This design comes from an exercise in tuning for small area, a short achievable clock period and few clock cycles per item on the open sky130 flow, not from production work. Only simulation tests tie the RTL to the original design; equivalence was not proved. No activity file was given, so power comes from the tool's default toggle rates.

## onyx
==> flow/design.v <==
module set_intersection_dedup (
  input  logic        clk,
  input  logic        rst,
  input  logic        start,
  output logic        busy,
  input  logic [1:0]  opcode,
  input  logic signed [31:0] value,
  output logic        strobe,
  output logic signed [31:0] common_value,
  output logic        last,
  output logic        none_found,
  output logic        overflow
);
  localparam int N = 32;
  localparam int W = 32;
  logic         v1;
  logic [1:0]   op1;
  logic [W-1:0] val1;
  logic         s2_first;    
  logic         s2_second;   
  logic         s2_comp;     
  logic         s2_fk;       
  logic         s2_sk;       
  logic [W-1:0] val2;
  logic [N-1:0] fm2l, fm2h;   
  logic [N-1:0] sm2l, sm2h;   
  logic         eq2;         
  logic         y_newf;      
  logic         y_ins;       
  logic         y_news;      
  logic         y_comp;      
  logic [W-1:0] fmem [N];
  logic [W-1:0] smem [N];
  logic [N-1:0] fvalid;      
  logic [N-1:0] svalid;      
  logic [N-1:0] fhit;
  logic [5:0]   fcount;      
  logic [5:0]   hitcnt;      
  logic         hitinc;      
  logic         dropped;
  logic [N-1:0] rest;        
  logic [N-1:0] sel;         
  logic [5:0]   rem;
  logic         e_none;
  logic         e_ovf;
  logic take;
  assign take = start && !busy;
  localparam int H = W / 2;
  logic [N-1:0] fm1l, fm1h, sm1l, sm1h;
  always_comb begin
    for (int i = 0; i < N; i++) begin
      fm1l[i] = fval[i] && (fmem[i][H-1:0] == val1[H-1:0]);
      fm1h[i] = (fmem[i][W-1:H] == val1[W-1:H]);
      sm1l[i] = svalid[i] && (smem[i][H-1:0] == val1[H-1:0]);
      sm1h[i] = (smem[i][W-1:H] == val1[W-1:H]);
    end
  end
  logic is_first, is_second, is_comp;
  logic ffull, sfull;
  assign is_first  = s2_first;
  assign is_second = s2_second;
  assign is_comp   = s2_comp;
  assign ffull     = fcount[5];
  assign sfull     = svalid[N-1];
  logic [N-1:0] ftop;        
  logic [N-1:0] fval;        
  assign ftop = (fvalid ^ {fvalid[N-2:0], 1'b1}) & {N{y_newf}};
  assign fval = fvalid | ftop;
  logic [N-1:0] fhit_eff;
  assign fhit_eff = fhit | (ftop & {N{y_ins}});
  logic [N-1:0] fmx;
  logic         dup, in_s, new_hit;
  assign fmx     = y_comp ? '0 : ((fm2l & fm2h) | (ftop & {N{eq2}}));
  assign dup     = |fmx;
  assign in_s    = !y_comp && ((|(sm2l & sm2h)) || (eq2 && y_news));
  assign new_hit = |(fmx & ~fhit_eff);
  logic add_f, add_s;
  assign add_f = s2_fk && !dup;
  assign add_s = s2_sk;
  logic ffull_nxt, sfull_nxt;
  assign ffull_nxt = !is_comp && (ffull || (s2_fk && (fcount == 6'd31)));
  assign sfull_nxt = !is_comp && (sfull || (s2_sk && svalid[N-2]));
  logic [N-1:0] fslot, sslot;
  assign fslot = fval ^ {fval[N-2:0], 1'b1};
  assign sslot = svalid ^ {svalid[N-2:0], 1'b1};
  always_ff @(posedge clk) begin
    for (int i = 0; i < N; i++) begin
      if (is_first && fslot[i])  fmem[i] <= val2;
      if (is_second && sslot[i]) smem[i] <= val2;
    end
  end
  always_ff @(posedge clk) begin
    for (int i = 0; i < N; i++) begin
      if (is_first && fslot[i])
        fhit[i] <= 1'b0;
      else
        fhit[i] <= fhit_eff[i] || (add_s && fmx[i]);
    end
  end
  localparam int LG = $clog2(N);
  logic [N-1:0] hv;                    
  logic [N-1:0] pa [LG+1];             
  logic [N-1:0] pb [LG+1];             
  always_comb begin
    pa[0] = hv;
    pb[0] = rest;
    for (int k = 0; k < LG; k++) begin
      for (int i = 0; i < N; i++) begin
        pa[k+1][i] = (i >= (1 << k)) ? (pa[k][i] | pa[k][i - (1 << k)]) : pa[k][i];
        pb[k+1][i] = (i >= (1 << k)) ? (pb[k][i] | pb[k][i - (1 << k)]) : pb[k][i];
      end
    end
  end
  assign hv = fvalid & fhit;
  logic [N-1:0] below_a, below_b;      
  assign below_a = {pa[LG][N-2:0], 1'b0};
  assign below_b = {pb[LG][N-2:0], 1'b0};
  logic         any_a;
  logic [N-1:0] tail_new;
  assign any_a    = (hitcnt != 6'd0) || (hitinc && !y_ins);
  assign tail_new = ftop & {N{y_ins}};
  logic [W-1:0] sel_val;
  always_comb begin
    sel_val = '0;
    for (int i = 0; i < N; i++)
      sel_val = sel_val | (fmem[i] & {W{sel[i]}});
  end
  logic [5:0] rem_nxt, hits;
  assign hits = hitcnt + {5'd0, hitinc};
  always_comb begin
    if (is_comp)
      rem_nxt = (hits == 6'd0) ? 6'd1 : hits;
    else if (rem != 6'd0)
      rem_nxt = rem - 6'd1;
    else
      rem_nxt = 6'd0;
  end
  logic adv1, c1_stay, c2_nxt, c1_nxt;
  assign adv1    = (op1 != 2'd2) || (rem_nxt[5:1] == 5'd0);
  assign c1_stay = v1 && (op1 == 2'd2) && !adv1;
  assign c2_nxt  = v1 && (op1 == 2'd2) && adv1;
  assign c1_nxt  = take ? (opcode == 2'd2) : c1_stay;
  always_ff @(posedge clk) begin
    val1 <= value;
    if (take) op1 <= opcode;
    val2 <= val1;
    fm2l <= fm1l;
    fm2h <= fm1h;
    sm2l <= sm1l;
    sm2h <= sm1h;
    eq2  <= (val1 == val2);
    if (rst) begin
      v1      <= 1'b0;
      s2_first  <= 1'b0;
      s2_second <= 1'b0;
      s2_comp   <= 1'b0;
      s2_fk     <= 1'b0;
      s2_sk     <= 1'b0;
      busy    <= 1'b0;
      y_newf  <= 1'b0;
      y_ins   <= 1'b0;
      y_news  <= 1'b0;
      y_comp  <= 1'b0;
      fvalid  <= '0;
      svalid  <= '0;
      fcount  <= '0;
      hitcnt  <= '0;
      hitinc  <= 1'b0;
      dropped <= 1'b0;
      rest    <= '0;
      sel     <= '0;
      rem     <= '0;
      strobe  <= 1'b0;
    end else begin
      v1     <= take ? (opcode != 2'd3) : c1_stay;
      s2_first  <= v1 && adv1 && (op1 == 2'd0);
      s2_second <= v1 && adv1 && (op1 == 2'd1);
      s2_comp   <= v1 && adv1 && (op1 == 2'd2);
      s2_fk     <= v1 && adv1 && (op1 == 2'd0) && !ffull_nxt;
      s2_sk     <= v1 && adv1 && (op1 == 2'd1) && !sfull_nxt;
      busy   <= c1_nxt && (c2_nxt || (rem_nxt > 6'd2));
      y_newf <= add_f;
      y_ins  <= add_f && in_s;
      y_news <= add_s;
      y_comp <= is_comp;
      rem    <= rem_nxt;
      strobe <= (rem != 6'd0);
      if (is_comp) begin
        fvalid  <= '0;
        svalid  <= '0;
        fcount  <= '0;
        hitcnt  <= '0;
        hitinc  <= 1'b0;
        dropped <= 1'b0;
        sel     <= any_a ? (hv & ~below_a) : tail_new;
        rest    <= any_a ? ((hv & below_a) | tail_new) : '0;
      end else begin
        sel     <= rest & ~below_b;
        rest    <= rest & below_b;
        hitcnt  <= hits;
        hitinc  <= (add_f && in_s) || (add_s && new_hit);
        if ((is_first && !s2_fk) || (is_second && !s2_sk)) dropped <= 1'b1;
        if (s2_fk) fcount <= fcount + 6'd1;
        fvalid <= fval;
        if (add_s) svalid <= {svalid[N-2:0], 1'b1};
      end
    end
  end
  always_ff @(posedge clk) begin
    if (is_comp) begin
      e_none <= (hits == 6'd0);
      e_ovf  <= dropped;
    end
    common_value <= e_none ? '0 : sel_val;
    last         <= (rem == 6'd1);
    none_found   <= e_none;
    overflow     <= e_ovf;
  end
endmodule
make LEC_CHECK=0 CAP_MARGIN=20 CORE_MARGIN=2 CORE_UTILIZATION=40 CTS_CLUSTER_DIAMETER=60 CTS_CLUSTER_SIZE=20 SETUP_SLACK_MARGIN=2.6 SLEW_MARGIN=20 finish   # period 5.0 ns
run.sh (not shown) runs the stock make flow with config.mk's settings and CLKGATE_MAP_FILE= SYNTH_SCRIPT=/design/flow/synth_recipe.tcl, a recipe that flattens the netlist after the stock synthesis.
Testbench counts of onyx, summed over its fixed seeds: cycles 9,133, runs 256.
--- input diff onyx..sierra ---
--- a/flow/design.v
+++ b/flow/design.v
@@ -20,12 +20,14 @@
   logic         s2_second;   
   logic         s2_comp;     
   logic         s2_fk;       
   logic         s2_sk;       
   logic [W-1:0] val2;
-  logic [N-1:0] fm2l, fm2h;   
-  logic [N-1:0] sm2l, sm2h;   
+  localparam int G  = 4;      
+  localparam int GW = 32 / G;
+  logic [G-1:0][N-1:0] fm2;   
+  logic [G-1:0][N-1:0] sm2;   
   logic         eq2;         
   logic         y_newf;      
   logic         y_ins;       
   logic         y_news;      
   logic         y_comp;      
@@ -43,47 +45,59 @@
   logic [5:0]   rem;
   logic         e_none;
   logic         e_ovf;
   logic take;
   assign take = start && !busy;
-  localparam int H = W / 2;
-  logic [N-1:0] fm1l, fm1h, sm1l, sm1h;
+  logic [G-1:0][N-1:0] fm1;
+  logic [G-1:0][N-1:0] sm1;
   always_comb begin
     for (int i = 0; i < N; i++) begin
-      fm1l[i] = fval[i] && (fmem[i][H-1:0] == val1[H-1:0]);
-      fm1h[i] = (fmem[i][W-1:H] == val1[W-1:H]);
-      sm1l[i] = svalid[i] && (smem[i][H-1:0] == val1[H-1:0]);
-      sm1h[i] = (smem[i][W-1:H] == val1[W-1:H]);
+      for (int g = 0; g < G; g++) begin
+        fm1[g][i] = (fmem[i][g*GW +: GW] == val1[g*GW +: GW]);
+        sm1[g][i] = (smem[i][g*GW +: GW] == val1[g*GW +: GW]);
+      end
+      fm1[0][i] = fm1[0][i] && fval[i];
+      sm1[0][i] = sm1[0][i] && svalid[i];
+    end
+  end
+  logic [N-1:0] fm2a, sm2a;   
+  always_comb begin
+    fm2a = fm2[0];
+    sm2a = sm2[0];
+    for (int g = 1; g < G; g++) begin
+      fm2a = fm2a & fm2[g];
+      sm2a = sm2a & sm2[g];
     end
   end
   logic is_first, is_second, is_comp;
   logic ffull, sfull;
   assign is_first  = s2_first;
   assign is_second = s2_second;
   assign is_comp   = s2_comp;
   assign ffull     = fcount[5];
   assign sfull     = svalid[N-1];
+  logic [N-1:0] fptr;        
   logic [N-1:0] ftop;        
   logic [N-1:0] fval;        
-  assign ftop = (fvalid ^ {fvalid[N-2:0], 1'b1}) & {N{y_newf}};
+  assign ftop = fptr & {N{y_newf}};
   assign fval = fvalid | ftop;
   logic [N-1:0] fhit_eff;
   assign fhit_eff = fhit | (ftop & {N{y_ins}});
   logic [N-1:0] fmx;
   logic         dup, in_s, new_hit;
-  assign fmx     = y_comp ? '0 : ((fm2l & fm2h) | (ftop & {N{eq2}}));
+  assign fmx     = y_comp ? '0 : (fm2a | (ftop & {N{eq2}}));
   assign dup     = |fmx;
-  assign in_s    = !y_comp && ((|(sm2l & sm2h)) || (eq2 && y_news));
+  assign in_s    = !y_comp && ((|sm2a) || (eq2 && y_news));
   assign new_hit = |(fmx & ~fhit_eff);
   logic add_f, add_s;
   assign add_f = s2_fk && !dup;
   assign add_s = s2_sk;
   logic ffull_nxt, sfull_nxt;
   assign ffull_nxt = !is_comp && (ffull || (s2_fk && (fcount == 6'd31)));
   assign sfull_nxt = !is_comp && (sfull || (s2_sk && svalid[N-2]));
   logic [N-1:0] fslot, sslot;
-  assign fslot = fval ^ {fval[N-2:0], 1'b1};
+  assign fslot = y_newf ? {fptr[N-2:0], 1'b0} : fptr;
   assign sslot = svalid ^ {svalid[N-2:0], 1'b1};
   always_ff @(posedge clk) begin
     for (int i = 0; i < N; i++) begin
       if (is_first && fslot[i])  fmem[i] <= val2;
       if (is_second && sslot[i]) smem[i] <= val2;
@@ -142,14 +156,12 @@
   assign c1_nxt  = take ? (opcode == 2'd2) : c1_stay;
   always_ff @(posedge clk) begin
     val1 <= value;
     if (take) op1 <= opcode;
     val2 <= val1;
-    fm2l <= fm1l;
-    fm2h <= fm1h;
-    sm2l <= sm1l;
-    sm2h <= sm1h;
+    fm2  <= fm1;
+    sm2  <= sm1;
     eq2  <= (val1 == val2);
     if (rst) begin
       v1      <= 1'b0;
       s2_first  <= 1'b0;
       s2_second <= 1'b0;
@@ -160,10 +172,11 @@
       y_newf  <= 1'b0;
       y_ins   <= 1'b0;
       y_news  <= 1'b0;
       y_comp  <= 1'b0;
       fvalid  <= '0;
+      fptr    <= N'(1);
       svalid  <= '0;
       fcount  <= '0;
       hitcnt  <= '0;
       hitinc  <= 1'b0;
       dropped <= 1'b0;
@@ -185,10 +198,11 @@
       y_comp <= is_comp;
       rem    <= rem_nxt;
       strobe <= (rem != 6'd0);
       if (is_comp) begin
         fvalid  <= '0;
+        fptr    <= N'(1);
         svalid  <= '0;
         fcount  <= '0;
         hitcnt  <= '0;
         hitinc  <= 1'b0;
         dropped <= 1'b0;
@@ -200,10 +214,11 @@
         hitcnt  <= hits;
         hitinc  <= (add_f && in_s) || (add_s && new_hit);
         if ((is_first && !s2_fk) || (is_second && !s2_sk)) dropped <= 1'b1;
         if (s2_fk) fcount <= fcount + 6'd1;
         fvalid <= fval;
+        if (y_newf) fptr <= {fptr[N-2:0], 1'b0};
         if (add_s) svalid <= {svalid[N-2:0], 1'b1};
       end
     end
   end
   always_ff @(posedge clk) begin
==> run notes <==
- Row area of all sequential standard cells: sierra higher / onyx lower
- The non-filler instance count after layout of sierra is higher than that of onyx.
- Taking onyx as the reference, in sierra proportion of cell area occupied by multi-input gates went down; TritonCTS buffer count went up; number of setup buffers added after CTS went up.
- | global-route usage | lower: sierra |
- The higher power share of the combinational group of sierra and onyx is in onyx.
- Note that the number of sinks on the clock net recorded for onyx amounts to 0.939 times the value seen in sierra.
- The lower total net switching power of sierra and onyx is in onyx.
- Cmp sierra and onyx / met3 wirelength from detailed routing / lower: sierra
- Summary of sierra over onyx: cell area picked up an extra about 2%, maximum resistive drop on vdd lost 36 uV, routed via count lost 554.
- The share of the clock period used by the worst path after layout of onyx and that of sierra are within noise of each other.
Testbench counts of sierra, summed over its fixed seeds: cycles 9,133, runs 256.

[afterwards: timing with drivers on the ports]
The results above use ideal ports. As a check the final layouts listed here were re-extracted and re-timed, cells and wires unchanged.
Step 1 sets driving cells, clkbuf_16 on the clock port and buf_2 on the other inputs (assumed; they add their load-dependent delay and slew).
Step 2 moves the port delays by t, midway between the first and last clock arrival at a register: inputs arrive t later, outputs are due t later. That takes back most of the time a late clock gives input paths.
a / b / c = ideal ports / drivers / drivers and shift; a / b = the first two.
run	t (ns)	setup slack, ns	worst slew at a driven data input, ns
onyx	0.965	2.403 / 2.403 / 1.842	0.07
sierra	0.982	2.409 / 2.409 / 1.931	0.13
After both steps setup and hold are still met in every run listed. The setup slack of onyx, which loses most, moves by 0.000 ns with the drivers and by -0.561 ns with both steps.
